Source: an optimization exercise on an open RTL-to-GDS flow (aim: small area, a short achievable clock period and few clock cycles per item). Production flows keep margins and buffers that such runs may drop. No functional check of the RTL was part of any run shown here. Power and IR drop assume default switching activity.

==> flow/design.v, too long to show whole: its modules and the start of the top module <==
// module polygon_convexity_check: 158 lines
// module pcc_booth_enc: 20 lines
// module pcc_cross: 2634 lines
module polygon_convexity_check #(
  parameter int COORD_WIDTH = 16
) (
  input  logic                          clk,
  input  logic                          rst,
  input  logic                          vertex_valid,
  output logic                          vertex_ready,
  input  logic signed [COORD_WIDTH-1:0] vertex_x,
  input  logic signed [COORD_WIDTH-1:0] vertex_y,
  input  logic                          last_vertex,
  output logic                          result_valid,
  input  logic                          result_ready,
  output logic                          is_convex,
  output logic                          too_few
);
  // ...
==> flow/flow/run.sh <==
#!/bin/bash
# Layout flow: the standard flow (standard.sh) unchanged except for one step in
# synthesis. Before Yosys's fine-grained synthesis runs ABC, the adder trees of the RTL
# (plain XOR / majority gates) are mapped to full- and half-adder cells, so ABC cannot
# restructure them first; extracting them afterwards leaves inverters between the adder
# cells. Everything else, including the registers, is the standard synthesis.
# Placement buffers every input and output port as the standard flow does, but with a
# plain buffer cell (buf_2) instead of the delay cell buffer_ports picks by default.
set -euo pipefail
HERE=$(pwd)
FL=$HERE/flow

# synthesis script: ORFS's synth.tcl with the early adder extraction inserted
python3 - "$FLOW_HOME/scripts/synth.tcl" "$HERE/synth_fa.tcl" <<'PYEOF'
import sys
src = open(sys.argv[1]).read()
anchor = """if {
  [env_var_exists_and_non_empty SYNTH_WRAPPED_OPERATORS] ||
  [env_var_exists_and_non_empty SWAP_ARITH_OPERATORS]
} {
  source $::env(SCRIPTS_DIR)/synth_wrap_operators.tcl
} else {"""
early = """# early full-adder extraction (this flow's only change to synthesis)
opt -fast -full
memory_map
opt -full
techmap -map +/techmap.v -map $::env(FLOW_HOME)/platforms/common/lcu_kogge_stone.v
opt -fast
extract_fa {*}[dont_use_extract_fa_args]
techmap -map $::env(ADDER_MAP_FILE)
opt -fast

"""
assert src.count(anchor) == 1, "synth.tcl anchor not found"
open(sys.argv[2], "w").write(src.replace(anchor, early + anchor))
PYEOF
# The standard flow's synthesis wrapper, sourcing the script above instead of synth.tcl
sed "s|\$::env(SCRIPTS_DIR)/synth.tcl|$HERE/synth_fa.tcl|" synth_recipe.tcl > synth_recipe_fa.tcl
grep -q "synth_fa.tcl" synth_recipe_fa.tcl
# standard.sh with that synthesis wrapper, for the synth target only
sed "s|SYNTH_SCRIPT=[^ ]*|SYNTH_SCRIPT=$HERE/synth_recipe_fa.tcl|" standard.sh > standard_fa.sh
grep -q "synth_recipe_fa.tcl" standard_fa.sh

bash standard_fa.sh synth > synth.log 2>&1
export BUFFER_PORTS_ARGS="-buffer_cell sky130_fd_sc_hd__buf_2"
bash standard.sh finish > finish.log 2>&1
==> flow/standard.sh <==
#!/bin/bash
# synth_recipe.tcl (not shown) runs the flow's synth.tcl, then flattens the netlist and writes it again
# the make line also repeats each setting of config.mk as NAME=value (left out here)
make -C /OpenROAD-flow-scripts/flow DESIGN_CONFIG=/design/flow/config.mk WORK_HOME=/design/flow/orfs CLKGATE_MAP_FILE= SYNTH_SCRIPT=/design/flow/synth_recipe.tcl "${@:-finish}"
==> flow/config.mk <==
export PLATFORM = sky130hd
export DESIGN_NAME = polygon_convexity_check
export DESIGN_NICKNAME = polygon_convexity_check
export VERILOG_FILES = /design/flow/design.v
export SDC_FILE = /design/flow/constraint.sdc
export NUM_CORES = 4
export LEC_CHECK = 0
export ABC_AREA = 1
export CAP_MARGIN = 20
export CORE_MARGIN = 2
export CORE_UTILIZATION = 40
export CTS_CLUSTER_DIAMETER = 80
export CTS_CLUSTER_SIZE = 30
export PLACE_DENSITY = 0.6
export SETUP_SLACK_MARGIN = 4.7
export SLEW_MARGIN = 20
==> flow/constraint.sdc <==
create_clock -name core_clock -period 7.5 [get_ports {clk}]
set_input_delay 1.5000 -clock core_clock [delete_from_list [all_inputs] [get_ports {clk}]]
set_output_delay 1.5000 -clock core_clock [all_outputs]
set_load 0.01 [all_outputs]
==> results.toml, run 1 <==
[placement]
post-dp-hpwl_mm = 51.7
port_buffers = 40

[clocking]
cts_resized = 121
insertion_delay_ns = 0.62

[final_layout]
top_register = "a_enc"
largest_reg_flops = 52
fin_area_um2 = 29900
n_clock_buffer = 22
seq_area_frac = 0.320
final_util = 0.474
multi_input_gates = 1525
signal_buffers = 237

[yosys]
ys_async_sr_fraction = 0
synthTopCellsByArea = "fa_1, dfxtp_1, edfxtp_1"
yosysSeqAreaShare = 0.373
netlist_instances = 2347
synth.most_common_cell = "xor2_1"
ys_top_cells_by_count = "xor2_1, fa_1, inv_1, o22ai_1, dfxtp_1"
ys_types = 40
synth_simple_gate_area_frac = 0.0532
synth_compound_area_frac = 0.105
synth.avg_cell_area_um2 = 10.8

[worst_setup_path]
endpoint = "u_cross.rg_17_3$_DFF_P_"
required_ns = 7.98
critPathArrivalTime_ns = 3.33
max_stage_delay_ns = 0.54
critical_path_class = "reg2reg"
crit_chain = "buf_12 -> clkinv_2 -> o22ai_1 -> xor2_1 -> fa_1 -> fa_1 -> fa_1"
slowest_stage = "fa_1"
crit_path_end_kind = "register"

[route]
remaining_drc_errors = 0
drt_wl_total_mm = 77.5
vias = 18400
first_iter_violations = 1713
wl_met3_mm = 6.36

[die]
num_rows = 92
initial_core_util = 0.404
tapCellCount = 846
pin_count = 41

[power_and_ir_drop]
p_int_w = 0.00462
pwr-share-seq = 0.377

[job]
cap_violations = 0

[outcome]
status = "complete, no violations"

[timing]
max_freq_mhz = 351
==> module polygon_convexity_check, before the edit <==
module polygon_convexity_check #(
  parameter int COORD_WIDTH = 16
) (
  input  logic                          clk,
  input  logic                          rst,
  input  logic                          vertex_valid,
  output logic                          vertex_ready,
  input  logic signed [COORD_WIDTH-1:0] vertex_x,
  input  logic signed [COORD_WIDTH-1:0] vertex_y,
  input  logic                          last_vertex,
  output logic                          result_valid,
  input  logic                          result_ready,
  output logic                          is_convex,
  output logic                          too_few
);
  localparam int DW     = COORD_WIDTH + 1;
  localparam int QDEPTH = 4;
  logic [COORD_WIDTH-1:0] prev_x, prev_y;      
  logic [COORD_WIDTH-1:0] first_x, first_y;    
  logic [DW-1:0]          e0_x, e0_y;          
  logic [1:0]             seen;                
  logic                   close1, close2;      
  logic                   few1, few2;          
  logic [53:0]   a_enc;         
  logic [53:0]   a_enc_next;
  logic [DW-1:0] a_src_x, a_src_y;
  logic [DW-1:0] b_x, b_y;
  logic          xv, xfirst, xend, xfew;
  logic          yv, yfirst, yend, yfew;
  logic          wv, wfirst, wend, wfew;
  logic          pos;
  logic          seen_pos, seen_neg;
  logic [QDEPTH-1:0] qv, qc, qf;
  logic [2:0] outstanding;
  logic              ready_q;
  logic          fire, pop, load, push, push_c, push_f;
  logic [DW-1:0] sub_x, sub_y, e_x, e_y;
  assign vertex_ready = ready_q;
  assign fire         = vertex_valid && ready_q && !rst;
  assign pop          = qv[0] && result_ready;
  assign sub_x = close1 ? {first_x[COORD_WIDTH-1], first_x} : {vertex_x[COORD_WIDTH-1], vertex_x};
  assign sub_y = close1 ? {first_y[COORD_WIDTH-1], first_y} : {vertex_y[COORD_WIDTH-1], vertex_y};
  assign e_x   = {prev_x[COORD_WIDTH-1], prev_x} - sub_x;
  assign e_y   = {prev_y[COORD_WIDTH-1], prev_y} - sub_y;
  assign a_src_x = ((fire && seen == 2'd2) || close2) ? e0_x : b_x;
  assign a_src_y = ((fire && seen == 2'd2) || close2) ? e0_y : b_y;
  pcc_booth_enc u_enc (
    .x   (a_src_x),
    .y   (a_src_y),
    .enc (a_enc_next)
  );
  assign load = (fire && seen[1]) || close1 || close2;
  always_ff @(posedge clk) begin
    if (rst) begin
      seen   <= 2'd0;
      close1 <= 1'b0;
      close2 <= 1'b0;
      few1   <= 1'b0;
      few2   <= 1'b0;
    end else begin
      if (fire) begin
        if (last_vertex)     seen <= 2'd0;
        else if (seen != 3)  seen <= seen + 2'd1;
      end
      close1 <= fire && last_vertex && seen[1];
      close2 <= close1;
      few1   <= fire && last_vertex && !seen[1];
      few2   <= few1;
    end
    if (fire) begin
      prev_x <= vertex_x;
      prev_y <= vertex_y;
    end
    if (fire && seen == 2'd0) begin
      first_x <= vertex_x;
      first_y <= vertex_y;
    end
    if (fire && seen == 2'd1) begin
      e0_x <= e_x;
      e0_y <= e_y;
    end
    a_enc <= a_enc_next;
    if ((fire && seen[1]) || close1) begin
      b_x <= e_x;
      b_y <= e_y;
    end
  end
  always_ff @(posedge clk) begin
    if (rst) begin
      xv <= 1'b0; xfew <= 1'b0;
      yv <= 1'b0; yfew <= 1'b0;
      wv <= 1'b0; wfew <= 1'b0;
    end else begin
      xv <= load;  xfew <= few2;
      yv <= xv;    yfew <= xfew;
      wv <= yv;    wfew <= yfew;
    end
    xfirst <= fire && seen == 2'd2;
    xend   <= close2;
    yfirst <= xfirst;
    yend   <= xend;
    wfirst <= yfirst;
    wend   <= yend;
  end
  pcc_cross u_cross (
    .clk (clk),
    .aenc(a_enc),
    .bx  (b_x),
    .by  (b_y),
    .nm  (xend),
    .pos (pos)
  );
  logic sp_next, sn_next;
  logic cls;
  assign cls     = pos ^ wend;
  assign sp_next = (seen_pos && !wfirst) || cls;
  assign sn_next = (seen_neg && !wfirst) || !cls;
  always_ff @(posedge clk) begin
    if (wv) begin
      seen_pos <= sp_next;
      seen_neg <= sn_next;
    end
  end
  assign push   = (wv && wend) || wfew;
  assign push_c = !wfew && !(sp_next && sn_next);
  assign push_f = wfew;
  logic [QDEPTH-1:0] q_wr, q_shv, q_shc, q_shf;
  logic [2:0] outstanding_next;
  always_comb begin
    for (int i = 0; i < QDEPTH; i++) begin
      q_shv[i] = pop ? ((i + 1 < QDEPTH) ? qv[i+1] : 1'b0) : qv[i];
      q_shc[i] = pop ? ((i + 1 < QDEPTH) ? qc[i+1] : 1'b0) : qc[i];
      q_shf[i] = pop ? ((i + 1 < QDEPTH) ? qf[i+1] : 1'b0) : qf[i];
    end
    for (int i = 0; i < QDEPTH; i++) begin
      q_wr[i] = push && !q_shv[i] && ((i == 0) || q_shv[i-1]);
    end
    outstanding_next = outstanding + (fire && last_vertex) - pop;
  end
  always_ff @(posedge clk) begin
    if (rst) begin
      qv          <= '0;
      outstanding <= '0;
      ready_q     <= 1'b1;
    end else begin
      qv          <= q_shv | q_wr;
      outstanding <= outstanding_next;
      ready_q     <= outstanding_next < QDEPTH;
    end
    for (int i = 0; i < QDEPTH; i++) begin
      qc[i] <= q_wr[i] ? push_c : q_shc[i];
      qf[i] <= q_wr[i] ? push_f : q_shf[i];
    end
  end
  assign result_valid = qv[0];
  assign is_convex    = qc[0];
  assign too_few      = qf[0];
endmodule
==> run 2: changes to the inputs <==
--- a/flow/design.v
+++ b/flow/design.v
@@ -33,16 +33,17 @@
   logic [DW-1:0]          e0_x, e0_y;          
   logic [1:0]             seen;                
   logic                   close1, close2;      
   logic                   few1, few2;          
   logic [53:0]   a_enc;         
   logic [53:0]   a_enc_next;
   logic [DW-1:0] a_src_x, a_src_y;
   logic [DW-1:0] b_x, b_y;
+  logic [DW-1:0] bm_x, bm_y;      
   logic          xv, xfirst, xend, xfew;
   logic          yv, yfirst, yend, yfew;
   logic          wv, wfirst, wend, wfew;
   logic          pos;
   logic          seen_pos, seen_neg;
   logic [QDEPTH-1:0] qv, qc, qf;
   logic [2:0] outstanding;
   logic              ready_q;
@@ -92,16 +93,18 @@
       e0_x <= e_x;
       e0_y <= e_y;
     end
     a_enc <= a_enc_next;
     if ((fire && seen[1]) || close1) begin
       b_x <= e_x;
       b_y <= e_y;
     end
+    bm_x <= ((fire && seen[1]) || close1) ? e_x : b_x;
+    bm_y <= ((fire && seen[1]) || close1) ? e_y : b_y;
   end
   always_ff @(posedge clk) begin
     if (rst) begin
       xv <= 1'b0; xfew <= 1'b0;
       yv <= 1'b0; yfew <= 1'b0;
       wv <= 1'b0; wfew <= 1'b0;
     end else begin
       xv <= load;  xfew <= few2;
@@ -115,16 +118,18 @@
     wfirst <= yfirst;
     wend   <= yend;
   end
   pcc_cross u_cross (
     .clk (clk),
     .aenc(a_enc),
     .bx  (b_x),
     .by  (b_y),
+    .bmx (bm_x),
+    .bmy (bm_y),
     .nm  (xend),
     .pos (pos)
   );
   logic sp_next, sn_next;
   logic cls;
   assign cls     = pos ^ wend;
   assign sp_next = (seen_pos && !wfirst) || cls;
   assign sn_next = (seen_neg && !wfirst) || !cls;
@@ -188,16 +193,17 @@
       enc[27+3*j+2] = ye[2*j+2];
     end
   end
 endmodule
 module pcc_cross (
   input  logic        clk,
   input  logic [53:0] aenc,
   input  logic [16:0] bx, by,
+  input  logic [16:0] bmx, bmy,
   input  logic        nm,
   output logic        pos
 );
   wire p_one0;
   wire p_two0;
   wire p_neg0;
   wire p_r0_0;
   wire p_r0_1;
@@ -1515,100 +1521,100 @@
   assign p_r4_14 = ((p_one4 & by[14]) | (p_two4 & by[13])) ^ p_neg4;
   assign p_r4_15 = ((p_one4 & by[15]) | (p_two4 & by[14])) ^ p_neg4;
   assign p_r4_16 = ((p_one4 & by[16]) | (p_two4 & by[15])) ^ p_neg4;
   assign p_r4_17 = ((p_one4 & by[16]) | (p_two4 & by[16])) ^ p_neg4;
   assign p_rn4 = ~p_r4_17;
   assign p_one5 = aenc[15];
   assign p_two5 = aenc[16];
   assign p_neg5 = aenc[17];
-  assign p_r5_0 = ((p_one5 & by[0])) ^ p_neg5;
-  assign p_r5_1 = ((p_one5 & by[1]) | (p_two5 & by[0])) ^ p_neg5;
-  assign p_r5_2 = ((p_one5 & by[2]) | (p_two5 & by[1])) ^ p_neg5;
-  assign p_r5_3 = ((p_one5 & by[3]) | (p_two5 & by[2])) ^ p_neg5;
-  assign p_r5_4 = ((p_one5 & by[4]) | (p_two5 & by[3])) ^ p_neg5;
-  assign p_r5_5 = ((p_one5 & by[5]) | (p_two5 & by[4])) ^ p_neg5;
-  assign p_r5_6 = ((p_one5 & by[6]) | (p_two5 & by[5])) ^ p_neg5;
-  assign p_r5_7 = ((p_one5 & by[7]) | (p_two5 & by[6])) ^ p_neg5;
-  assign p_r5_8 = ((p_one5 & by[8]) | (p_two5 & by[7])) ^ p_neg5;
-  assign p_r5_9 = ((p_one5 & by[9]) | (p_two5 & by[8])) ^ p_neg5;
-  assign p_r5_10 = ((p_one5 & by[10]) | (p_two5 & by[9])) ^ p_neg5;
-  assign p_r5_11 = ((p_one5 & by[11]) | (p_two5 & by[10])) ^ p_neg5;
-  assign p_r5_12 = ((p_one5 & by[12]) | (p_two5 & by[11])) ^ p_neg5;
-  assign p_r5_13 = ((p_one5 & by[13]) | (p_two5 & by[12])) ^ p_neg5;
-  assign p_r5_14 = ((p_one5 & by[14]) | (p_two5 & by[13])) ^ p_neg5;
-  assign p_r5_15 = ((p_one5 & by[15]) | (p_two5 & by[14])) ^ p_neg5;
-  assign p_r5_16 = ((p_one5 & by[16]) | (p_two5 & by[15])) ^ p_neg5;
-  assign p_r5_17 = ((p_one5 & by[16]) | (p_two5 & by[16])) ^ p_neg5;
+  assign p_r5_0 = ((p_one5 & bmy[0])) ^ p_neg5;
+  assign p_r5_1 = ((p_one5 & bmy[1]) | (p_two5 & bmy[0])) ^ p_neg5;
+  assign p_r5_2 = ((p_one5 & bmy[2]) | (p_two5 & bmy[1])) ^ p_neg5;
+  assign p_r5_3 = ((p_one5 & bmy[3]) | (p_two5 & bmy[2])) ^ p_neg5;
+  assign p_r5_4 = ((p_one5 & bmy[4]) | (p_two5 & bmy[3])) ^ p_neg5;
+  assign p_r5_5 = ((p_one5 & bmy[5]) | (p_two5 & bmy[4])) ^ p_neg5;
+  assign p_r5_6 = ((p_one5 & bmy[6]) | (p_two5 & bmy[5])) ^ p_neg5;
+  assign p_r5_7 = ((p_one5 & bmy[7]) | (p_two5 & bmy[6])) ^ p_neg5;
+  assign p_r5_8 = ((p_one5 & bmy[8]) | (p_two5 & bmy[7])) ^ p_neg5;
+  assign p_r5_9 = ((p_one5 & bmy[9]) | (p_two5 & bmy[8])) ^ p_neg5;
+  assign p_r5_10 = ((p_one5 & bmy[10]) | (p_two5 & bmy[9])) ^ p_neg5;
+  assign p_r5_11 = ((p_one5 & bmy[11]) | (p_two5 & bmy[10])) ^ p_neg5;
+  assign p_r5_12 = ((p_one5 & bmy[12]) | (p_two5 & bmy[11])) ^ p_neg5;
+  assign p_r5_13 = ((p_one5 & bmy[13]) | (p_two5 & bmy[12])) ^ p_neg5;
+  assign p_r5_14 = ((p_one5 & bmy[14]) | (p_two5 & bmy[13])) ^ p_neg5;
+  assign p_r5_15 = ((p_one5 & bmy[15]) | (p_two5 & bmy[14])) ^ p_neg5;
+  assign p_r5_16 = ((p_one5 & bmy[16]) | (p_two5 & bmy[15])) ^ p_neg5;
+  assign p_r5_17 = ((p_one5 & bmy[16]) | (p_two5 & bmy[16])) ^ p_neg5;
   assign p_rn5 = ~p_r5_17;
   assign p_one6 = aenc[18];
   assign p_two6 = aenc[19];
   assign p_neg6 = aenc[20];
-  assign p_r6_0 = ((p_one6 & by[0])) ^ p_neg6;
-  assign p_r6_1 = ((p_one6 & by[1]) | (p_two6 & by[0])) ^ p_neg6;
-  assign p_r6_2 = ((p_one6 & by[2]) | (p_two6 & by[1])) ^ p_neg6;
-  assign p_r6_3 = ((p_one6 & by[3]) | (p_two6 & by[2])) ^ p_neg6;
-  assign p_r6_4 = ((p_one6 & by[4]) | (p_two6 & by[3])) ^ p_neg6;
-  assign p_r6_5 = ((p_one6 & by[5]) | (p_two6 & by[4])) ^ p_neg6;
-  assign p_r6_6 = ((p_one6 & by[6]) | (p_two6 & by[5])) ^ p_neg6;
-  assign p_r6_7 = ((p_one6 & by[7]) | (p_two6 & by[6])) ^ p_neg6;
-  assign p_r6_8 = ((p_one6 & by[8]) | (p_two6 & by[7])) ^ p_neg6;
-  assign p_r6_9 = ((p_one6 & by[9]) | (p_two6 & by[8])) ^ p_neg6;
-  assign p_r6_10 = ((p_one6 & by[10]) | (p_two6 & by[9])) ^ p_neg6;
-  assign p_r6_11 = ((p_one6 & by[11]) | (p_two6 & by[10])) ^ p_neg6;
-  assign p_r6_12 = ((p_one6 & by[12]) | (p_two6 & by[11])) ^ p_neg6;
-  assign p_r6_13 = ((p_one6 & by[13]) | (p_two6 & by[12])) ^ p_neg6;
-  assign p_r6_14 = ((p_one6 & by[14]) | (p_two6 & by[13])) ^ p_neg6;
-  assign p_r6_15 = ((p_one6 & by[15]) | (p_two6 & by[14])) ^ p_neg6;
-  assign p_r6_16 = ((p_one6 & by[16]) | (p_two6 & by[15])) ^ p_neg6;
-  assign p_r6_17 = ((p_one6 & by[16]) | (p_two6 & by[16])) ^ p_neg6;
+  assign p_r6_0 = ((p_one6 & bmy[0])) ^ p_neg6;
+  assign p_r6_1 = ((p_one6 & bmy[1]) | (p_two6 & bmy[0])) ^ p_neg6;
+  assign p_r6_2 = ((p_one6 & bmy[2]) | (p_two6 & bmy[1])) ^ p_neg6;
+  assign p_r6_3 = ((p_one6 & bmy[3]) | (p_two6 & bmy[2])) ^ p_neg6;
+  assign p_r6_4 = ((p_one6 & bmy[4]) | (p_two6 & bmy[3])) ^ p_neg6;
+  assign p_r6_5 = ((p_one6 & bmy[5]) | (p_two6 & bmy[4])) ^ p_neg6;
+  assign p_r6_6 = ((p_one6 & bmy[6]) | (p_two6 & bmy[5])) ^ p_neg6;
+  assign p_r6_7 = ((p_one6 & bmy[7]) | (p_two6 & bmy[6])) ^ p_neg6;
+  assign p_r6_8 = ((p_one6 & bmy[8]) | (p_two6 & bmy[7])) ^ p_neg6;
+  assign p_r6_9 = ((p_one6 & bmy[9]) | (p_two6 & bmy[8])) ^ p_neg6;
+  assign p_r6_10 = ((p_one6 & bmy[10]) | (p_two6 & bmy[9])) ^ p_neg6;
+  assign p_r6_11 = ((p_one6 & bmy[11]) | (p_two6 & bmy[10])) ^ p_neg6;
+  assign p_r6_12 = ((p_one6 & bmy[12]) | (p_two6 & bmy[11])) ^ p_neg6;
+  assign p_r6_13 = ((p_one6 & bmy[13]) | (p_two6 & bmy[12])) ^ p_neg6;
+  assign p_r6_14 = ((p_one6 & bmy[14]) | (p_two6 & bmy[13])) ^ p_neg6;
+  assign p_r6_15 = ((p_one6 & bmy[15]) | (p_two6 & bmy[14])) ^ p_neg6;
+  assign p_r6_16 = ((p_one6 & bmy[16]) | (p_two6 & bmy[15])) ^ p_neg6;
+  assign p_r6_17 = ((p_one6 & bmy[16]) | (p_two6 & bmy[16])) ^ p_neg6;
   assign p_rn6 = ~p_r6_17;
   assign p_one7 = aenc[21];
   assign p_two7 = aenc[22];
   assign p_neg7 = aenc[23];
-  assign p_r7_0 = ((p_one7 & by[0])) ^ p_neg7;
-  assign p_r7_1 = ((p_one7 & by[1]) | (p_two7 & by[0])) ^ p_neg7;
-  assign p_r7_2 = ((p_one7 & by[2]) | (p_two7 & by[1])) ^ p_neg7;
-  assign p_r7_3 = ((p_one7 & by[3]) | (p_two7 & by[2])) ^ p_neg7;
-  assign p_r7_4 = ((p_one7 & by[4]) | (p_two7 & by[3])) ^ p_neg7;
-  assign p_r7_5 = ((p_one7 & by[5]) | (p_two7 & by[4])) ^ p_neg7;
-  assign p_r7_6 = ((p_one7 & by[6]) | (p_two7 & by[5])) ^ p_neg7;
-  assign p_r7_7 = ((p_one7 & by[7]) | (p_two7 & by[6])) ^ p_neg7;
-  assign p_r7_8 = ((p_one7 & by[8]) | (p_two7 & by[7])) ^ p_neg7;
-  assign p_r7_9 = ((p_one7 & by[9]) | (p_two7 & by[8])) ^ p_neg7;
-  assign p_r7_10 = ((p_one7 & by[10]) | (p_two7 & by[9])) ^ p_neg7;
-  assign p_r7_11 = ((p_one7 & by[11]) | (p_two7 & by[10])) ^ p_neg7;
-  assign p_r7_12 = ((p_one7 & by[12]) | (p_two7 & by[11])) ^ p_neg7;
-  assign p_r7_13 = ((p_one7 & by[13]) | (p_two7 & by[12])) ^ p_neg7;
-  assign p_r7_14 = ((p_one7 & by[14]) | (p_two7 & by[13])) ^ p_neg7;
-  assign p_r7_15 = ((p_one7 & by[15]) | (p_two7 & by[14])) ^ p_neg7;
-  assign p_r7_16 = ((p_one7 & by[16]) | (p_two7 & by[15])) ^ p_neg7;
-  assign p_r7_17 = ((p_one7 & by[16]) | (p_two7 & by[16])) ^ p_neg7;
+  assign p_r7_0 = ((p_one7 & bmy[0])) ^ p_neg7;
+  assign p_r7_1 = ((p_one7 & bmy[1]) | (p_two7 & bmy[0])) ^ p_neg7;
+  assign p_r7_2 = ((p_one7 & bmy[2]) | (p_two7 & bmy[1])) ^ p_neg7;
+  assign p_r7_3 = ((p_one7 & bmy[3]) | (p_two7 & bmy[2])) ^ p_neg7;
+  assign p_r7_4 = ((p_one7 & bmy[4]) | (p_two7 & bmy[3])) ^ p_neg7;
+  assign p_r7_5 = ((p_one7 & bmy[5]) | (p_two7 & bmy[4])) ^ p_neg7;
+  assign p_r7_6 = ((p_one7 & bmy[6]) | (p_two7 & bmy[5])) ^ p_neg7;
+  assign p_r7_7 = ((p_one7 & bmy[7]) | (p_two7 & bmy[6])) ^ p_neg7;
+  assign p_r7_8 = ((p_one7 & bmy[8]) | (p_two7 & bmy[7])) ^ p_neg7;
+  assign p_r7_9 = ((p_one7 & bmy[9]) | (p_two7 & bmy[8])) ^ p_neg7;
+  assign p_r7_10 = ((p_one7 & bmy[10]) | (p_two7 & bmy[9])) ^ p_neg7;
+  assign p_r7_11 = ((p_one7 & bmy[11]) | (p_two7 & bmy[10])) ^ p_neg7;
+  assign p_r7_12 = ((p_one7 & bmy[12]) | (p_two7 & bmy[11])) ^ p_neg7;
+  assign p_r7_13 = ((p_one7 & bmy[13]) | (p_two7 & bmy[12])) ^ p_neg7;
+  assign p_r7_14 = ((p_one7 & bmy[14]) | (p_two7 & bmy[13])) ^ p_neg7;
+  assign p_r7_15 = ((p_one7 & bmy[15]) | (p_two7 & bmy[14])) ^ p_neg7;
+  assign p_r7_16 = ((p_one7 & bmy[16]) | (p_two7 & bmy[15])) ^ p_neg7;
+  assign p_r7_17 = ((p_one7 & bmy[16]) | (p_two7 & bmy[16])) ^ p_neg7;
   assign p_rn7 = ~p_r7_17;
   assign p_one8 = aenc[24];
   assign p_two8 = aenc[25];
   assign p_neg8 = aenc[26];
-  assign p_r8_0 = ((p_one8 & by[0])) ^ p_neg8;
-  assign p_r8_1 = ((p_one8 & by[1]) | (p_two8 & by[0])) ^ p_neg8;
-  assign p_r8_2 = ((p_one8 & by[2]) | (p_two8 & by[1])) ^ p_neg8;
-  assign p_r8_3 = ((p_one8 & by[3]) | (p_two8 & by[2])) ^ p_neg8;
-  assign p_r8_4 = ((p_one8 & by[4]) | (p_two8 & by[3])) ^ p_neg8;
-  assign p_r8_5 = ((p_one8 & by[5]) | (p_two8 & by[4])) ^ p_neg8;
-  assign p_r8_6 = ((p_one8 & by[6]) | (p_two8 & by[5])) ^ p_neg8;
-  assign p_r8_7 = ((p_one8 & by[7]) | (p_two8 & by[6])) ^ p_neg8;
-  assign p_r8_8 = ((p_one8 & by[8]) | (p_two8 & by[7])) ^ p_neg8;
-  assign p_r8_9 = ((p_one8 & by[9]) | (p_two8 & by[8])) ^ p_neg8;
-  assign p_r8_10 = ((p_one8 & by[10]) | (p_two8 & by[9])) ^ p_neg8;
-  assign p_r8_11 = ((p_one8 & by[11]) | (p_two8 & by[10])) ^ p_neg8;
-  assign p_r8_12 = ((p_one8 & by[12]) | (p_two8 & by[11])) ^ p_neg8;
-  assign p_r8_13 = ((p_one8 & by[13]) | (p_two8 & by[12])) ^ p_neg8;
-  assign p_r8_14 = ((p_one8 & by[14]) | (p_two8 & by[13])) ^ p_neg8;
-  assign p_r8_15 = ((p_one8 & by[15]) | (p_two8 & by[14])) ^ p_neg8;
-  assign p_r8_16 = ((p_one8 & by[16]) | (p_two8 & by[15])) ^ p_neg8;
-  assign p_r8_17 = ((p_one8 & by[16]) | (p_two8 & by[16])) ^ p_neg8;
+  assign p_r8_0 = ((p_one8 & bmy[0])) ^ p_neg8;
+  assign p_r8_1 = ((p_one8 & bmy[1]) | (p_two8 & bmy[0])) ^ p_neg8;
+  assign p_r8_2 = ((p_one8 & bmy[2]) | (p_two8 & bmy[1])) ^ p_neg8;
+  assign p_r8_3 = ((p_one8 & bmy[3]) | (p_two8 & bmy[2])) ^ p_neg8;
+  assign p_r8_4 = ((p_one8 & bmy[4]) | (p_two8 & bmy[3])) ^ p_neg8;
+  assign p_r8_5 = ((p_one8 & bmy[5]) | (p_two8 & bmy[4])) ^ p_neg8;
+  assign p_r8_6 = ((p_one8 & bmy[6]) | (p_two8 & bmy[5])) ^ p_neg8;
+  assign p_r8_7 = ((p_one8 & bmy[7]) | (p_two8 & bmy[6])) ^ p_neg8;
+  assign p_r8_8 = ((p_one8 & bmy[8]) | (p_two8 & bmy[7])) ^ p_neg8;
+  assign p_r8_9 = ((p_one8 & bmy[9]) | (p_two8 & bmy[8])) ^ p_neg8;
+  assign p_r8_10 = ((p_one8 & bmy[10]) | (p_two8 & bmy[9])) ^ p_neg8;
+  assign p_r8_11 = ((p_one8 & bmy[11]) | (p_two8 & bmy[10])) ^ p_neg8;
+  assign p_r8_12 = ((p_one8 & bmy[12]) | (p_two8 & bmy[11])) ^ p_neg8;
+  assign p_r8_13 = ((p_one8 & bmy[13]) | (p_two8 & bmy[12])) ^ p_neg8;
+  assign p_r8_14 = ((p_one8 & bmy[14]) | (p_two8 & bmy[13])) ^ p_neg8;
+  assign p_r8_15 = ((p_one8 & bmy[15]) | (p_two8 & bmy[14])) ^ p_neg8;
+  assign p_r8_16 = ((p_one8 & bmy[16]) | (p_two8 & bmy[15])) ^ p_neg8;
+  assign p_r8_17 = ((p_one8 & bmy[16]) | (p_two8 & bmy[16])) ^ p_neg8;
   assign p_rn8 = ~p_r8_17;
   assign q_one0 = aenc[27];
   assign q_two0 = aenc[28];
   assign q_neg0 = ~aenc[29];
   assign q_r0_0 = ((q_one0 & bx[0])) ^ q_neg0;
   assign q_r0_1 = ((q_one0 & bx[1]) | (q_two0 & bx[0])) ^ q_neg0;
   assign q_r0_2 = ((q_one0 & bx[2]) | (q_two0 & bx[1])) ^ q_neg0;
   assign q_r0_3 = ((q_one0 & bx[3]) | (q_two0 & bx[2])) ^ q_neg0;
@@ -1713,100 +1719,100 @@
   assign q_r4_14 = ((q_one4 & bx[14]) | (q_two4 & bx[13])) ^ q_neg4;
   assign q_r4_15 = ((q_one4 & bx[15]) | (q_two4 & bx[14])) ^ q_neg4;
   assign q_r4_16 = ((q_one4 & bx[16]) | (q_two4 & bx[15])) ^ q_neg4;
   assign q_r4_17 = ((q_one4 & bx[16]) | (q_two4 & bx[16])) ^ q_neg4;
   assign q_rn4 = ~q_r4_17;
   assign q_one5 = aenc[42];
   assign q_two5 = aenc[43];
   assign q_neg5 = ~aenc[44];
-  assign q_r5_0 = ((q_one5 & bx[0])) ^ q_neg5;
-  assign q_r5_1 = ((q_one5 & bx[1]) | (q_two5 & bx[0])) ^ q_neg5;
-  assign q_r5_2 = ((q_one5 & bx[2]) | (q_two5 & bx[1])) ^ q_neg5;
-  assign q_r5_3 = ((q_one5 & bx[3]) | (q_two5 & bx[2])) ^ q_neg5;
-  assign q_r5_4 = ((q_one5 & bx[4]) | (q_two5 & bx[3])) ^ q_neg5;
-  assign q_r5_5 = ((q_one5 & bx[5]) | (q_two5 & bx[4])) ^ q_neg5;
-  assign q_r5_6 = ((q_one5 & bx[6]) | (q_two5 & bx[5])) ^ q_neg5;
-  assign q_r5_7 = ((q_one5 & bx[7]) | (q_two5 & bx[6])) ^ q_neg5;
-  assign q_r5_8 = ((q_one5 & bx[8]) | (q_two5 & bx[7])) ^ q_neg5;
-  assign q_r5_9 = ((q_one5 & bx[9]) | (q_two5 & bx[8])) ^ q_neg5;
-  assign q_r5_10 = ((q_one5 & bx[10]) | (q_two5 & bx[9])) ^ q_neg5;
-  assign q_r5_11 = ((q_one5 & bx[11]) | (q_two5 & bx[10])) ^ q_neg5;
-  assign q_r5_12 = ((q_one5 & bx[12]) | (q_two5 & bx[11])) ^ q_neg5;
-  assign q_r5_13 = ((q_one5 & bx[13]) | (q_two5 & bx[12])) ^ q_neg5;
-  assign q_r5_14 = ((q_one5 & bx[14]) | (q_two5 & bx[13])) ^ q_neg5;
-  assign q_r5_15 = ((q_one5 & bx[15]) | (q_two5 & bx[14])) ^ q_neg5;
-  assign q_r5_16 = ((q_one5 & bx[16]) | (q_two5 & bx[15])) ^ q_neg5;
-  assign q_r5_17 = ((q_one5 & bx[16]) | (q_two5 & bx[16])) ^ q_neg5;
+  assign q_r5_0 = ((q_one5 & bmx[0])) ^ q_neg5;
+  assign q_r5_1 = ((q_one5 & bmx[1]) | (q_two5 & bmx[0])) ^ q_neg5;
+  assign q_r5_2 = ((q_one5 & bmx[2]) | (q_two5 & bmx[1])) ^ q_neg5;
+  assign q_r5_3 = ((q_one5 & bmx[3]) | (q_two5 & bmx[2])) ^ q_neg5;
+  assign q_r5_4 = ((q_one5 & bmx[4]) | (q_two5 & bmx[3])) ^ q_neg5;
+  assign q_r5_5 = ((q_one5 & bmx[5]) | (q_two5 & bmx[4])) ^ q_neg5;
+  assign q_r5_6 = ((q_one5 & bmx[6]) | (q_two5 & bmx[5])) ^ q_neg5;
+  assign q_r5_7 = ((q_one5 & bmx[7]) | (q_two5 & bmx[6])) ^ q_neg5;
+  assign q_r5_8 = ((q_one5 & bmx[8]) | (q_two5 & bmx[7])) ^ q_neg5;
+  assign q_r5_9 = ((q_one5 & bmx[9]) | (q_two5 & bmx[8])) ^ q_neg5;
+  assign q_r5_10 = ((q_one5 & bmx[10]) | (q_two5 & bmx[9])) ^ q_neg5;
+  assign q_r5_11 = ((q_one5 & bmx[11]) | (q_two5 & bmx[10])) ^ q_neg5;
+  assign q_r5_12 = ((q_one5 & bmx[12]) | (q_two5 & bmx[11])) ^ q_neg5;
+  assign q_r5_13 = ((q_one5 & bmx[13]) | (q_two5 & bmx[12])) ^ q_neg5;
+  assign q_r5_14 = ((q_one5 & bmx[14]) | (q_two5 & bmx[13])) ^ q_neg5;
+  assign q_r5_15 = ((q_one5 & bmx[15]) | (q_two5 & bmx[14])) ^ q_neg5;
+  assign q_r5_16 = ((q_one5 & bmx[16]) | (q_two5 & bmx[15])) ^ q_neg5;
+  assign q_r5_17 = ((q_one5 & bmx[16]) | (q_two5 & bmx[16])) ^ q_neg5;
   assign q_rn5 = ~q_r5_17;
   assign q_one6 = aenc[45];
   assign q_two6 = aenc[46];
   assign q_neg6 = ~aenc[47];
-  assign q_r6_0 = ((q_one6 & bx[0])) ^ q_neg6;
-  assign q_r6_1 = ((q_one6 & bx[1]) | (q_two6 & bx[0])) ^ q_neg6;
-  assign q_r6_2 = ((q_one6 & bx[2]) | (q_two6 & bx[1])) ^ q_neg6;
-  assign q_r6_3 = ((q_one6 & bx[3]) | (q_two6 & bx[2])) ^ q_neg6;
-  assign q_r6_4 = ((q_one6 & bx[4]) | (q_two6 & bx[3])) ^ q_neg6;
-  assign q_r6_5 = ((q_one6 & bx[5]) | (q_two6 & bx[4])) ^ q_neg6;
-  assign q_r6_6 = ((q_one6 & bx[6]) | (q_two6 & bx[5])) ^ q_neg6;
-  assign q_r6_7 = ((q_one6 & bx[7]) | (q_two6 & bx[6])) ^ q_neg6;
-  assign q_r6_8 = ((q_one6 & bx[8]) | (q_two6 & bx[7])) ^ q_neg6;
-  assign q_r6_9 = ((q_one6 & bx[9]) | (q_two6 & bx[8])) ^ q_neg6;
-  assign q_r6_10 = ((q_one6 & bx[10]) | (q_two6 & bx[9])) ^ q_neg6;
-  assign q_r6_11 = ((q_one6 & bx[11]) | (q_two6 & bx[10])) ^ q_neg6;
-  assign q_r6_12 = ((q_one6 & bx[12]) | (q_two6 & bx[11])) ^ q_neg6;
-  assign q_r6_13 = ((q_one6 & bx[13]) | (q_two6 & bx[12])) ^ q_neg6;
-  assign q_r6_14 = ((q_one6 & bx[14]) | (q_two6 & bx[13])) ^ q_neg6;
-  assign q_r6_15 = ((q_one6 & bx[15]) | (q_two6 & bx[14])) ^ q_neg6;
-  assign q_r6_16 = ((q_one6 & bx[16]) | (q_two6 & bx[15])) ^ q_neg6;
-  assign q_r6_17 = ((q_one6 & bx[16]) | (q_two6 & bx[16])) ^ q_neg6;
+  assign q_r6_0 = ((q_one6 & bmx[0])) ^ q_neg6;
+  assign q_r6_1 = ((q_one6 & bmx[1]) | (q_two6 & bmx[0])) ^ q_neg6;
+  assign q_r6_2 = ((q_one6 & bmx[2]) | (q_two6 & bmx[1])) ^ q_neg6;
+  assign q_r6_3 = ((q_one6 & bmx[3]) | (q_two6 & bmx[2])) ^ q_neg6;
+  assign q_r6_4 = ((q_one6 & bmx[4]) | (q_two6 & bmx[3])) ^ q_neg6;
+  assign q_r6_5 = ((q_one6 & bmx[5]) | (q_two6 & bmx[4])) ^ q_neg6;
+  assign q_r6_6 = ((q_one6 & bmx[6]) | (q_two6 & bmx[5])) ^ q_neg6;
+  assign q_r6_7 = ((q_one6 & bmx[7]) | (q_two6 & bmx[6])) ^ q_neg6;
+  assign q_r6_8 = ((q_one6 & bmx[8]) | (q_two6 & bmx[7])) ^ q_neg6;
+  assign q_r6_9 = ((q_one6 & bmx[9]) | (q_two6 & bmx[8])) ^ q_neg6;
+  assign q_r6_10 = ((q_one6 & bmx[10]) | (q_two6 & bmx[9])) ^ q_neg6;
+  assign q_r6_11 = ((q_one6 & bmx[11]) | (q_two6 & bmx[10])) ^ q_neg6;
+  assign q_r6_12 = ((q_one6 & bmx[12]) | (q_two6 & bmx[11])) ^ q_neg6;
+  assign q_r6_13 = ((q_one6 & bmx[13]) | (q_two6 & bmx[12])) ^ q_neg6;
+  assign q_r6_14 = ((q_one6 & bmx[14]) | (q_two6 & bmx[13])) ^ q_neg6;
+  assign q_r6_15 = ((q_one6 & bmx[15]) | (q_two6 & bmx[14])) ^ q_neg6;
+  assign q_r6_16 = ((q_one6 & bmx[16]) | (q_two6 & bmx[15])) ^ q_neg6;
+  assign q_r6_17 = ((q_one6 & bmx[16]) | (q_two6 & bmx[16])) ^ q_neg6;
   assign q_rn6 = ~q_r6_17;
   assign q_one7 = aenc[48];
   assign q_two7 = aenc[49];
   assign q_neg7 = ~aenc[50];
-  assign q_r7_0 = ((q_one7 & bx[0])) ^ q_neg7;
-  assign q_r7_1 = ((q_one7 & bx[1]) | (q_two7 & bx[0])) ^ q_neg7;
-  assign q_r7_2 = ((q_one7 & bx[2]) | (q_two7 & bx[1])) ^ q_neg7;
-  assign q_r7_3 = ((q_one7 & bx[3]) | (q_two7 & bx[2])) ^ q_neg7;
-  assign q_r7_4 = ((q_one7 & bx[4]) | (q_two7 & bx[3])) ^ q_neg7;
-  assign q_r7_5 = ((q_one7 & bx[5]) | (q_two7 & bx[4])) ^ q_neg7;
-  assign q_r7_6 = ((q_one7 & bx[6]) | (q_two7 & bx[5])) ^ q_neg7;
-  assign q_r7_7 = ((q_one7 & bx[7]) | (q_two7 & bx[6])) ^ q_neg7;
-  assign q_r7_8 = ((q_one7 & bx[8]) | (q_two7 & bx[7])) ^ q_neg7;
-  assign q_r7_9 = ((q_one7 & bx[9]) | (q_two7 & bx[8])) ^ q_neg7;
-  assign q_r7_10 = ((q_one7 & bx[10]) | (q_two7 & bx[9])) ^ q_neg7;
-  assign q_r7_11 = ((q_one7 & bx[11]) | (q_two7 & bx[10])) ^ q_neg7;
-  assign q_r7_12 = ((q_one7 & bx[12]) | (q_two7 & bx[11])) ^ q_neg7;
-  assign q_r7_13 = ((q_one7 & bx[13]) | (q_two7 & bx[12])) ^ q_neg7;
-  assign q_r7_14 = ((q_one7 & bx[14]) | (q_two7 & bx[13])) ^ q_neg7;
-  assign q_r7_15 = ((q_one7 & bx[15]) | (q_two7 & bx[14])) ^ q_neg7;
-  assign q_r7_16 = ((q_one7 & bx[16]) | (q_two7 & bx[15])) ^ q_neg7;
-  assign q_r7_17 = ((q_one7 & bx[16]) | (q_two7 & bx[16])) ^ q_neg7;
+  assign q_r7_0 = ((q_one7 & bmx[0])) ^ q_neg7;
+  assign q_r7_1 = ((q_one7 & bmx[1]) | (q_two7 & bmx[0])) ^ q_neg7;
+  assign q_r7_2 = ((q_one7 & bmx[2]) | (q_two7 & bmx[1])) ^ q_neg7;
+  assign q_r7_3 = ((q_one7 & bmx[3]) | (q_two7 & bmx[2])) ^ q_neg7;
+  assign q_r7_4 = ((q_one7 & bmx[4]) | (q_two7 & bmx[3])) ^ q_neg7;
+  assign q_r7_5 = ((q_one7 & bmx[5]) | (q_two7 & bmx[4])) ^ q_neg7;
+  assign q_r7_6 = ((q_one7 & bmx[6]) | (q_two7 & bmx[5])) ^ q_neg7;
+  assign q_r7_7 = ((q_one7 & bmx[7]) | (q_two7 & bmx[6])) ^ q_neg7;
+  assign q_r7_8 = ((q_one7 & bmx[8]) | (q_two7 & bmx[7])) ^ q_neg7;
+  assign q_r7_9 = ((q_one7 & bmx[9]) | (q_two7 & bmx[8])) ^ q_neg7;
+  assign q_r7_10 = ((q_one7 & bmx[10]) | (q_two7 & bmx[9])) ^ q_neg7;
+  assign q_r7_11 = ((q_one7 & bmx[11]) | (q_two7 & bmx[10])) ^ q_neg7;
+  assign q_r7_12 = ((q_one7 & bmx[12]) | (q_two7 & bmx[11])) ^ q_neg7;
+  assign q_r7_13 = ((q_one7 & bmx[13]) | (q_two7 & bmx[12])) ^ q_neg7;
+  assign q_r7_14 = ((q_one7 & bmx[14]) | (q_two7 & bmx[13])) ^ q_neg7;
+  assign q_r7_15 = ((q_one7 & bmx[15]) | (q_two7 & bmx[14])) ^ q_neg7;
+  assign q_r7_16 = ((q_one7 & bmx[16]) | (q_two7 & bmx[15])) ^ q_neg7;
+  assign q_r7_17 = ((q_one7 & bmx[16]) | (q_two7 & bmx[16])) ^ q_neg7;
   assign q_rn7 = ~q_r7_17;
   assign q_one8 = aenc[51];
   assign q_two8 = aenc[52];
   assign q_neg8 = ~aenc[53];
-  assign q_r8_0 = ((q_one8 & bx[0])) ^ q_neg8;
-  assign q_r8_1 = ((q_one8 & bx[1]) | (q_two8 & bx[0])) ^ q_neg8;
-  assign q_r8_2 = ((q_one8 & bx[2]) | (q_two8 & bx[1])) ^ q_neg8;
-  assign q_r8_3 = ((q_one8 & bx[3]) | (q_two8 & bx[2])) ^ q_neg8;
-  assign q_r8_4 = ((q_one8 & bx[4]) | (q_two8 & bx[3])) ^ q_neg8;
-  assign q_r8_5 = ((q_one8 & bx[5]) | (q_two8 & bx[4])) ^ q_neg8;
-  assign q_r8_6 = ((q_one8 & bx[6]) | (q_two8 & bx[5])) ^ q_neg8;
-  assign q_r8_7 = ((q_one8 & bx[7]) | (q_two8 & bx[6])) ^ q_neg8;
-  assign q_r8_8 = ((q_one8 & bx[8]) | (q_two8 & bx[7])) ^ q_neg8;
-  assign q_r8_9 = ((q_one8 & bx[9]) | (q_two8 & bx[8])) ^ q_neg8;
-  assign q_r8_10 = ((q_one8 & bx[10]) | (q_two8 & bx[9])) ^ q_neg8;
-  assign q_r8_11 = ((q_one8 & bx[11]) | (q_two8 & bx[10])) ^ q_neg8;
-  assign q_r8_12 = ((q_one8 & bx[12]) | (q_two8 & bx[11])) ^ q_neg8;
-  assign q_r8_13 = ((q_one8 & bx[13]) | (q_two8 & bx[12])) ^ q_neg8;
-  assign q_r8_14 = ((q_one8 & bx[14]) | (q_two8 & bx[13])) ^ q_neg8;
-  assign q_r8_15 = ((q_one8 & bx[15]) | (q_two8 & bx[14])) ^ q_neg8;
-  assign q_r8_16 = ((q_one8 & bx[16]) | (q_two8 & bx[15])) ^ q_neg8;
-  assign q_r8_17 = ((q_one8 & bx[16]) | (q_two8 & bx[16])) ^ q_neg8;
+  assign q_r8_0 = ((q_one8 & bmx[0])) ^ q_neg8;
+  assign q_r8_1 = ((q_one8 & bmx[1]) | (q_two8 & bmx[0])) ^ q_neg8;
+  assign q_r8_2 = ((q_one8 & bmx[2]) | (q_two8 & bmx[1])) ^ q_neg8;
+  assign q_r8_3 = ((q_one8 & bmx[3]) | (q_two8 & bmx[2])) ^ q_neg8;
+  assign q_r8_4 = ((q_one8 & bmx[4]) | (q_two8 & bmx[3])) ^ q_neg8;
+  assign q_r8_5 = ((q_one8 & bmx[5]) | (q_two8 & bmx[4])) ^ q_neg8;
+  assign q_r8_6 = ((q_one8 & bmx[6]) | (q_two8 & bmx[5])) ^ q_neg8;
+  assign q_r8_7 = ((q_one8 & bmx[7]) | (q_two8 & bmx[6])) ^ q_neg8;
+  assign q_r8_8 = ((q_one8 & bmx[8]) | (q_two8 & bmx[7])) ^ q_neg8;
+  assign q_r8_9 = ((q_one8 & bmx[9]) | (q_two8 & bmx[8])) ^ q_neg8;
+  assign q_r8_10 = ((q_one8 & bmx[10]) | (q_two8 & bmx[9])) ^ q_neg8;
+  assign q_r8_11 = ((q_one8 & bmx[11]) | (q_two8 & bmx[10])) ^ q_neg8;
+  assign q_r8_12 = ((q_one8 & bmx[12]) | (q_two8 & bmx[11])) ^ q_neg8;
+  assign q_r8_13 = ((q_one8 & bmx[13]) | (q_two8 & bmx[12])) ^ q_neg8;
+  assign q_r8_14 = ((q_one8 & bmx[14]) | (q_two8 & bmx[13])) ^ q_neg8;
+  assign q_r8_15 = ((q_one8 & bmx[15]) | (q_two8 & bmx[14])) ^ q_neg8;
+  assign q_r8_16 = ((q_one8 & bmx[16]) | (q_two8 & bmx[15])) ^ q_neg8;
+  assign q_r8_17 = ((q_one8 & bmx[16]) | (q_two8 & bmx[16])) ^ q_neg8;
   assign q_rn8 = ~q_r8_17;
   assign e1 = (~p_neg8 & ~q_neg8) | (p_neg8 & q_neg8);
   assign e2 = (~p_neg8 & ~q_neg8);
   assign e3 = (~p_neg8 & q_neg8) | (p_neg8 & ~q_neg8) | (p_neg8 & q_neg8);
   assign s4 = p_r0_10 ^ p_r1_8 ^ p_r2_6;
   assign c5 = (p_r0_10 & p_r1_8) | (p_r0_10 & p_r2_6) | (p_r1_8 & p_r2_6);
   assign s6 = p_r0_11 ^ p_r1_9;
   assign c7 = p_r0_11 & p_r1_9;
@@ -2689,137 +2695,121 @@
   assign c[33] = s648;
   logic b0g0, b0t0;
   assign b0g0 = (s[1] & c[1]) | ((s[1] | c[1]) & (s[0] & c[0]));
   assign b0t0 = (s[1] | c[1]) & (s[0] | c[0]);
   logic b0g1, b0t1;
   assign b0g1 = (s[3] & c[3]) | ((s[3] | c[3]) & (s[2] & c[2]));
   assign b0t1 = (s[3] | c[3]) & (s[2] | c[2]);
   logic b0g2, b0t2;
-  assign b0g2 = b0g1 | (b0t1 & b0g0);
-  assign b0t2 = b0t1 & b0t0;
+  assign b0g2 = (s[5] & c[5]) | ((s[5] | c[5]) & (s[4] & c[4]));
+  assign b0t2 = (s[5] | c[5]) & (s[4] | c[4]);
+  logic b0g3, b0t3;
+  assign b0g3 = (s[7] & c[7]) | ((s[7] | c[7]) & (s[6] & c[6]));
+  assign b0t3 = (s[7] | c[7]) & (s[6] | c[6]);
+  logic b0g4, b0t4;
+  assign b0g4 = b0g1 | (b0t1 & b0g0);
+  assign b0t4 = b0t1 & b0t0;
+  logic b0g5, b0t5;
+  assign b0g5 = b0g3 | (b0t3 & b0g2);
+  assign b0t5 = b0t3 & b0t2;
+  logic b0g6, b0t6;
+  assign b0g6 = b0g5 | (b0t5 & b0g4);
+  assign b0t6 = b0t5 & b0t4;
   logic b1g0, b1t0;
-  assign b1g0 = (s[5] & c[5]) | ((s[5] | c[5]) & (s[4] & c[4]));
-  assign b1t0 = (s[5] | c[5]) & (s[4] | c[4]);
+  assign b1g0 = (s[9] & c[9]) | ((s[9] | c[9]) & (s[8] & c[8]));
+  assign b1t0 = (s[9] | c[9]) & (s[8] | c[8]);
   logic b1g1, b1t1;
-  assign b1g1 = (s[7] & c[7]) | ((s[7] | c[7]) & (s[6] & c[6]));
-  assign b1t1 = (s[7] | c[7]) & (s[6] | c[6]);
+  assign b1g1 = (s[11] & c[11]) | ((s[11] | c[11]) & (s[10] & c[10]));
+  assign b1t1 = (s[11] | c[11]) & (s[10] | c[10]);
   logic b1g2, b1t2;
-  assign b1g2 = b1g1 | (b1t1 & b1g0);
-  assign b1t2 = b1t1 & b1t0;
+  assign b1g2 = (s[13] & c[13]) | ((s[13] | c[13]) & (s[12] & c[12]));
+  assign b1t2 = (s[13] | c[13]) & (s[12] | c[12]);
+  logic b1g3, b1t3;
+  assign b1g3 = (s[15] & c[15]) | ((s[15] | c[15]) & (s[14] & c[14]));
+  assign b1t3 = (s[15] | c[15]) & (s[14] | c[14]);
+  logic b1g4, b1t4;
+  assign b1g4 = b1g1 | (b1t1 & b1g0);
+  assign b1t4 = b1t1 & b1t0;
+  logic b1g5, b1t5;
+  assign b1g5 = b1g3 | (b1t3 & b1g2);
+  assign b1t5 = b1t3 & b1t2;
+  logic b1g6, b1t6;
+  assign b1g6 = b1g5 | (b1t5 & b1g4);
+  assign b1t6 = b1t5 & b1t4;
   logic b2g0, b2t0;
-  assign b2g0 = (s[9] & c[9]) | ((s[9] | c[9]) & (s[8] & c[8]));
-  assign b2t0 = (s[9] | c[9]) & (s[8] | c[8]);
+  assign b2g0 = (s[17] & c[17]) | ((s[17] | c[17]) & (s[16] & c[16]));
+  assign b2t0 = (s[17] | c[17]) & (s[16] | c[16]);
   logic b2g1, b2t1;
-  assign b2g1 = (s[11] & c[11]) | ((s[11] | c[11]) & (s[10] & c[10]));
-  assign b2t1 = (s[11] | c[11]) & (s[10] | c[10]);
+  assign b2g1 = (s[19] & c[19]) | ((s[19] | c[19]) & (s[18] & c[18]));
+  assign b2t1 = (s[19] | c[19]) & (s[18] | c[18]);
   logic b2g2, b2t2;
-  assign b2g2 = b2g1 | (b2t1 & b2g0);
-  assign b2t2 = b2t1 & b2t0;
+  assign b2g2 = (s[21] & c[21]) | ((s[21] | c[21]) & (s[20] & c[20]));
+  assign b2t2 = (s[21] | c[21]) & (s[20] | c[20]);
+  logic b2g3, b2t3;
+  assign b2g3 = (s[23] & c[23]) | ((s[23] | c[23]) & (s[22] & c[22]));
+  assign b2t3 = (s[23] | c[23]) & (s[22] | c[22]);
+  logic b2g4, b2t4;
+  assign b2g4 = b2g1 | (b2t1 & b2g0);
+  assign b2t4 = b2t1 & b2t0;
+  logic b2g5, b2t5;
+  assign b2g5 = b2g3 | (b2t3 & b2g2);
+  assign b2t5 = b2t3 & b2t2;
+  logic b2g6, b2t6;
+  assign b2g6 = b2g5 | (b2t5 & b2g4);
+  assign b2t6 = b2t5 & b2t4;
   logic b3g0, b3t0;
-  assign b3g0 = (s[13] & c[13]) | ((s[13] | c[13]) & (s[12] & c[12]));
-  assign b3t0 = (s[13] | c[13]) & (s[12] | c[12]);
+  assign b3g0 = (s[25] & c[25]) | ((s[25] | c[25]) & (s[24] & c[24]));
+  assign b3t0 = (s[25] | c[25]) & (s[24] | c[24]);
   logic b3g1, b3t1;
-  assign b3g1 = (s[15] & c[15]) | ((s[15] | c[15]) & (s[14] & c[14]));
-  assign b3t1 = (s[15] | c[15]) & (s[14] | c[14]);
+  assign b3g1 = (s[27] & c[27]) | ((s[27] | c[27]) & (s[26] & c[26]));
+  assign b3t1 = (s[27] | c[27]) & (s[26] | c[26]);
   logic b3g2, b3t2;
-  assign b3g2 = b3g1 | (b3t1 & b3g0);
-  assign b3t2 = b3t1 & b3t0;
-  logic b4g0, b4t0;
-  assign b4g0 = (s[17] & c[17]) | ((s[17] | c[17]) & (s[16] & c[16]));
-  assign b4t0 = (s[17] | c[17]) & (s[16] | c[16]);
-  logic b4g1, b4t1;
-  assign b4g1 = (s[19] & c[19]) | ((s[19] | c[19]) & (s[18] & c[18]));
-  assign b4t1 = (s[19] | c[19]) & (s[18] | c[18]);
-  logic b4g2, b4t2;
-  assign b4g2 = b4g1 | (b4t1 & b4g0);
-  assign b4t2 = b4t1 & b4t0;
-  logic b5g0, b5t0;
-  assign b5g0 = (s[21] & c[21]) | ((s[21] | c[21]) & (s[20] & c[20]));
-  assign b5t0 = (s[21] | c[21]) & (s[20] | c[20]);
-  logic b5g1, b5t1;
-  assign b5g1 = (s[23] & c[23]) | ((s[23] | c[23]) & (s[22] & c[22]));
-  assign b5t1 = (s[23] | c[23]) & (s[22] | c[22]);
-  logic b5g2, b5t2;
-  assign b5g2 = b5g1 | (b5t1 & b5g0);
-  assign b5t2 = b5t1 & b5t0;
-  logic b6g0, b6t0;
-  assign b6g0 = (s[25] & c[25]) | ((s[25] | c[25]) & (s[24] & c[24]));
-  assign b6t0 = (s[25] | c[25]) & (s[24] | c[24]);
-  logic b6g1, b6t1;
-  assign b6g1 = (s[27] & c[27]) | ((s[27] | c[27]) & (s[26] & c[26]));
-  assign b6t1 = (s[27] | c[27]) & (s[26] | c[26]);
-  logic b6g2, b6t2;
-  assign b6g2 = b6g1 | (b6t1 & b6g0);
-  assign b6t2 = b6t1 & b6t0;
-  logic b7g0, b7t0;
-  assign b7g0 = (s[29] & c[29]) | ((s[29] | c[29]) & (s[28] & c[28]));
-  assign b7t0 = (s[29] | c[29]) & (s[28] | c[28]);
-  logic b7g1, b7t1;
-  assign b7g1 = (s[31] & c[31]) | ((s[31] | c[31]) & (s[30] & c[30]));
-  assign b7t1 = (s[31] | c[31]) & (s[30] | c[30]);
-  logic b7g2, b7t2;
-  assign b7g2 = b7g1 | (b7t1 & b7g0);
-  assign b7t2 = b7t1 & b7t0;
+  assign b3g2 = (s[29] & c[29]) | ((s[29] | c[29]) & (s[28] & c[28]));
+  assign b3t2 = (s[29] | c[29]) & (s[28] | c[28]);
+  logic b3g3, b3t3;
+  assign b3g3 = (s[31] & c[31]) | ((s[31] | c[31]) & (s[30] & c[30]));
+  assign b3t3 = (s[31] | c[31]) & (s[30] | c[30]);
+  logic b3g4, b3t4;
+  assign b3g4 = b3g1 | (b3t1 & b3g0);
+  assign b3t4 = b3t1 & b3t0;
+  logic b3g5, b3t5;
+  assign b3g5 = b3g3 | (b3t3 & b3g2);
+  assign b3t5 = b3t3 & b3t2;
+  logic b3g6, b3t6;
+  assign b3g6 = b3g5 | (b3t5 & b3g4);
+  assign b3t6 = b3t5 & b3t4;
   logic rg1_g0;
   logic rg1_g1;
   logic rg1_t1;
   logic rg1_g2;
   logic rg1_t2;
   logic rg1_g3;
   logic rg1_t3;
   logic rg1_g4;
   logic rg1_t4;
-  logic rg1_g5;
-  logic rg1_t5;
-  logic rg1_g6;
-  logic rg1_t6;
-  logic rg1_g7;
-  logic rg1_t7;
-  logic rg1_g8;
-  logic rg1_t8;
   logic rg1_x33;
   always_ff @(posedge clk) begin
-    rg1_g0 <= b0g2;
-    rg1_g1 <= b1g2;
-    rg1_t1 <= b1t2;
-    rg1_g2 <= b2g2;
-    rg1_t2 <= b2t2;
-    rg1_g3 <= b3g2;
-    rg1_t3 <= b3t2;
-    rg1_g4 <= b4g2;
-    rg1_t4 <= b4t2;
-    rg1_g5 <= b5g2;
-    rg1_t5 <= b5t2;
-    rg1_g6 <= b6g2;
-    rg1_t6 <= b6t2;
-    rg1_g7 <= b7g2;
-    rg1_t7 <= b7t2;
-    rg1_g8 <= (s[32] & c[32]);
-    rg1_t8 <= (s[32] | c[32]);
+    rg1_g0 <= b0g6;
+    rg1_g1 <= b1g6;
+    rg1_t1 <= b1t6;
+    rg1_g2 <= b2g6;
+    rg1_t2 <= b2t6;
+    rg1_g3 <= b3g6;
+    rg1_t3 <= b3t6;
+    rg1_g4 <= (s[32] & c[32]);
+    rg1_t4 <= (s[32] | c[32]);
     rg1_x33 <= s[33] ^ c[33];
   end
   logic kg0, kt0;
   assign kg0 = rg1_g1 | (rg1_t1 & rg1_g0);
   assign kt0 = rg1_t1 & 1'b0;
   logic kg1, kt1;
   assign kg1 = rg1_g3 | (rg1_t3 & rg1_g2);
   assign kt1 = rg1_t3 & rg1_t2;
   logic kg2, kt2;
-  assign kg2 = rg1_g5 | (rg1_t5 & rg1_g4);
-  assign kt2 = rg1_t5 & rg1_t4;
+  assign kg2 = kg1 | (kt1 & kg0);
+  assign kt2 = kt1 & kt0;
   logic kg3, kt3;
-  assign kg3 = rg1_g7 | (rg1_t7 & rg1_g6);
-  assign kt3 = rg1_t7 & rg1_t6;
-  logic kg4, kt4;
-  assign kg4 = kg1 | (kt1 & kg0);
-  assign kt4 = kt1 & kt0;
-  logic kg5, kt5;
-  assign kg5 = kg3 | (kt3 & kg2);
-  assign kt5 = kt3 & kt2;
-  logic kg6, kt6;
-  assign kg6 = kg5 | (kt5 & kg4);
-  assign kt6 = kt5 & kt4;
-  logic kg7, kt7;
-  assign kg7 = rg1_g8 | (rg1_t8 & kg6);
-  assign kt7 = rg1_t8 & kt6;
-  assign pos = !(rg1_x33 ^ kg7);
+  assign kg3 = rg1_g4 | (rg1_t4 & kg2);
+  assign kt3 = rg1_t4 & kt2;
+  assign pos = !(rg1_x33 ^ kg3);
 endmodule
--- a/flow/config.mk
+++ b/flow/config.mk
@@ -7,10 +7,10 @@
 export LEC_CHECK = 0
 export ABC_AREA = 1
 export CAP_MARGIN = 20
 export CORE_MARGIN = 2
 export CORE_UTILIZATION = 40
 export CTS_CLUSTER_DIAMETER = 80
 export CTS_CLUSTER_SIZE = 30
 export PLACE_DENSITY = 0.6
-export SETUP_SLACK_MARGIN = 4.7
+export SETUP_SLACK_MARGIN = 4.6
 export SLEW_MARGIN = 20
==> run 2 against run 1 <==
Critical endpoint unchanged. Hold slack gained 0.0098 ns. Global-route usage grew 0.17 points. Cell area shrank 2.0%. Still clean. Wire length shrank 2.7%.
==> results.toml, run 2 <==
[yosys]
synthTopCellsByArea = "fa_1, dfxtp_1, edfxtp_1"
yosys.area.top_type = "fa_1"
synth.avg_cell_area_um2 = 10.7
synth_top_area_frac = 0.218
ys_top_cells_by_count = "xor2_1, fa_1, inv_1, o22ai_1, dfxtp_1"
ys_ff_latch = 395
ys_types = 38
synth_edf_count = 142
netlist_instances = 2384
yosys_warnings = 4
ys.flop_type = "dfxtp_1"
synth_nets = 2799
ys_async_sr_fraction = 0
netlist_area_um2 = 25500
synth.most_common_cell = "xor2_1"
yosysSeqAreaShare = 0.366

[worst_hold_path]
hold_start = "xfirst$_DFF_P_"
hp-class = "reg2reg"
hold_depth = 0

[worst_setup_path]
reg2reg_depth = 6
start_kind = "register"
cp_max_fo = 5
path_delay_family = "adder cells"
crit_chain = "clkinvlp_4 -> o22ai_1 -> xor2_1 -> fa_1 -> fa_1 -> fa_1"
required_ns = 7.98
critPathArrivalTime_ns = 3.43
path_buf_inv = 1
crit_path_start = "b_x[5]$_DFFE_PP_"
max_stage_delay_ns = 0.58
slowest_stage = "fa_1"
critical_path_class = "reg2reg"
worst_path_most_repeated_cell = "fa_1"
crit_path_end_kind = "register"
cp.depth = 6
r2r-start = "b_x[5]$_DFFE_PP_"

[final_layout]
top_register = "a_enc"
layout_common_cells = "xor2_1, fa_1, o22ai_1"
fillCellCount = 5844
fin_area_um2 = 29200
largest_reg_flops = 52
final_util = 0.464
antenna_cells = 0
final_layout_size_suffix_gt1_frac = 0.173
layout_commonest_cell = "xor2_1"
fin_nets = 2914
area_delta_synth_final_pct = 14.8

[die]
die_area_um2 = 65700
die_x_um = 256
die_y_um = 256
initial_core_util = 0.404
coreArea_um2 = 63100
pin_count = 41
num_rows = 92

[outcome]
status = "complete, no violations"

[timing]
relSlewSlack = 0.589
slew_violations = 0
hold_viol_final = 0
skew_ns = 0.0311
rsz0062_at_grt = "yes"
setup_tns_ns = 0
finalCriticalPeriod_ns = 2.95
max_freq_mhz = 339
worst_pin_slew_ns = 0.616
period_share = 0.394
setup_violations = 0

[grt]
grt-ovfl-total = 0
grt_usage = 0.227
antenna_found_initial = 0
grt_pass1_vias = 18700
grt_max_degree = 69
grt_first_pass_wirelength_mm = 114

[power_and_ir_drop]
ir_drop_uv = 247
leakage_nw = 12.0
powerDensity_nw_per_um2 = 181

[placement]
place.gp.congestion = 0.988
post-dp-hpwl_mm = 51.8
placedInstanceArea_um2 = 26400
port_buffers = 40

[route]
remaining_drc_errors = 0
vias = 18100
first_iter_violations = 1715
drt_wl_total_mm = 75.4
drt_pass1_iterations = 6
viasPerCell = 5.37
wl_per_cell_um = 22.4
ant_nets = 0

[clocking]
numCtsBuffers = 26
clockBufferDepth = 3
cts-root-buf = "clkbuf_16"
cts_tree = "done"
h-tree-depth = 1
insertion_delay_ns = 0.62
cts_sinks = 395
path_clk_slew_ns = 0.11
hold_buffers = 0

[job]
cap_violations = 0
[run 2: per-layer routing]
| metal | global-route usage | part of all wire |
|---|---|---|
| met5 | 0 | 0 |
| met4 | 0.107 | 0.058 |
| met3 | 0.0449 | 0.078 |
| met2 | 0.372 | 0.46 |
| met1 | 0.290 | 0.40 |
[run 2: worst register-to-register path, cell delays in order (launching register included)]
cell        delay (ns)
edfxtp_1          0.55
clkinvlp_4        0.32
o22ai_1           0.25
xor2_1            0.21
fa_1              0.48
fa_1              0.58
fa_1              0.43
[run 2: per-stage QoR]
| step | worst slack [ns] | total power, W | std cells | hold slack, ns |
|---|---|---|---|---|
| 4_1_cts | 4.53 | 0.00535 | 3310 | 0.340 |
| 6_report | 4.55 | 0.00529 | 3365 | 0.340 |
| 3_5_place_dp | 3.47 | 0.00371 | 3170 | 0.314 |
| 3_3_place_gp | 3.54 | 0.00367 | 3170 | 0.313 |
| 5_1_grt | 4.52 | 0.00562 | 3365 | 0.351 |
| 2_1_floorplan | 4.06 | 0.00334 | 2384 | 0.310 |
[run 2: final cells by class]
type,count,area (um^2),area share
multi-input cells,1573,14800,0.506
flip-flops and latches,395,9360,0.320
repair buffers,191,1620,0.0552
inverters,307,1390,0.0476
well taps,846,1060,0.0362
clock buffers,26,651,0.0222
clock inverters,22,339,0.0116
repair inverters,5,32.5,0.00111
[run 2: final timing paths]
path                              to  slack, ns
min reg2reg           yfirst$_DFF_P_       0.34
max reg2reg  u_cross.rg_17_3$_DFF_P_       4.55
min                   yfirst$_DFF_P_       0.34
max          u_cross.rg_17_3$_DFF_P_       4.55
[run 2: logic make-up after synthesis]
| logic type | after synthesis | share of synthesized area |
|---|---|---|
| AOI/OAI and AO/OA | 436 | 0.106 |
| xor gates and xnor gates | 356 | 0.122 |
| adders and majority gates | 378 | 0.268 |
| buffers and inverters | 419 | 0.0663 |
| DFF | 395 | 0.366 |
| muxes | 28 | 0.0110 |
| and+or+nand+nor | 372 | 0.0605 |
[run 2: repair_timing]
action	4_1_cts	5_1_grt
setup buffers	89	50
resized for setup	75	67
endpoints found under the setup margin	308	63
hold endpoints to repair	0	0
pin swaps	8	18
cloned	3	5
[run 2: power by group]
part / total (W) / internal [W] / switching, W
logic: 0.00124 / 0.000529 / 0.000710
clock network: 0.00163 / 0.000723 / 0.000906
registers: 0.00242 / 0.00236 / 0.0000610
total: 0.00529 / 0.00361 / 0.00168

-- static timing again, ports no longer ideal --
The flow's constraints put no driver on any port. The routed layouts listed below were extracted and timed again, unchanged, in two steps.
Step 1 sets driving cells, clkbuf_16 on the clock port and buf_2 on the other inputs (assumed; they add their load-dependent delay and slew).
Step 2 times the ports against the registers' clock, not the clock port: input delays grow and output delays shrink by t, the midpoint of the rising clock arrivals with the driver on.
Three values: no drivers, after step 1, after step 2; two values: the first two.
run	shift t [ns]	slack for setup (ns)	worst setup path after step 2	latest minus earliest clock arrival (ns)	cell pins on the clock port's net
run 1	0.667	4.654 / 4.654 / 4.077	input to register	0.024 / 0.023	1
run 2	0.660	4.547 / 4.547 / 4.091	input to register	0.032 / 0.032	1
After both steps setup and hold are still met in every run listed. The setup slack of run 1, which loses most, moves by 0.000 ns with the drivers and by -0.577 ns with both steps.
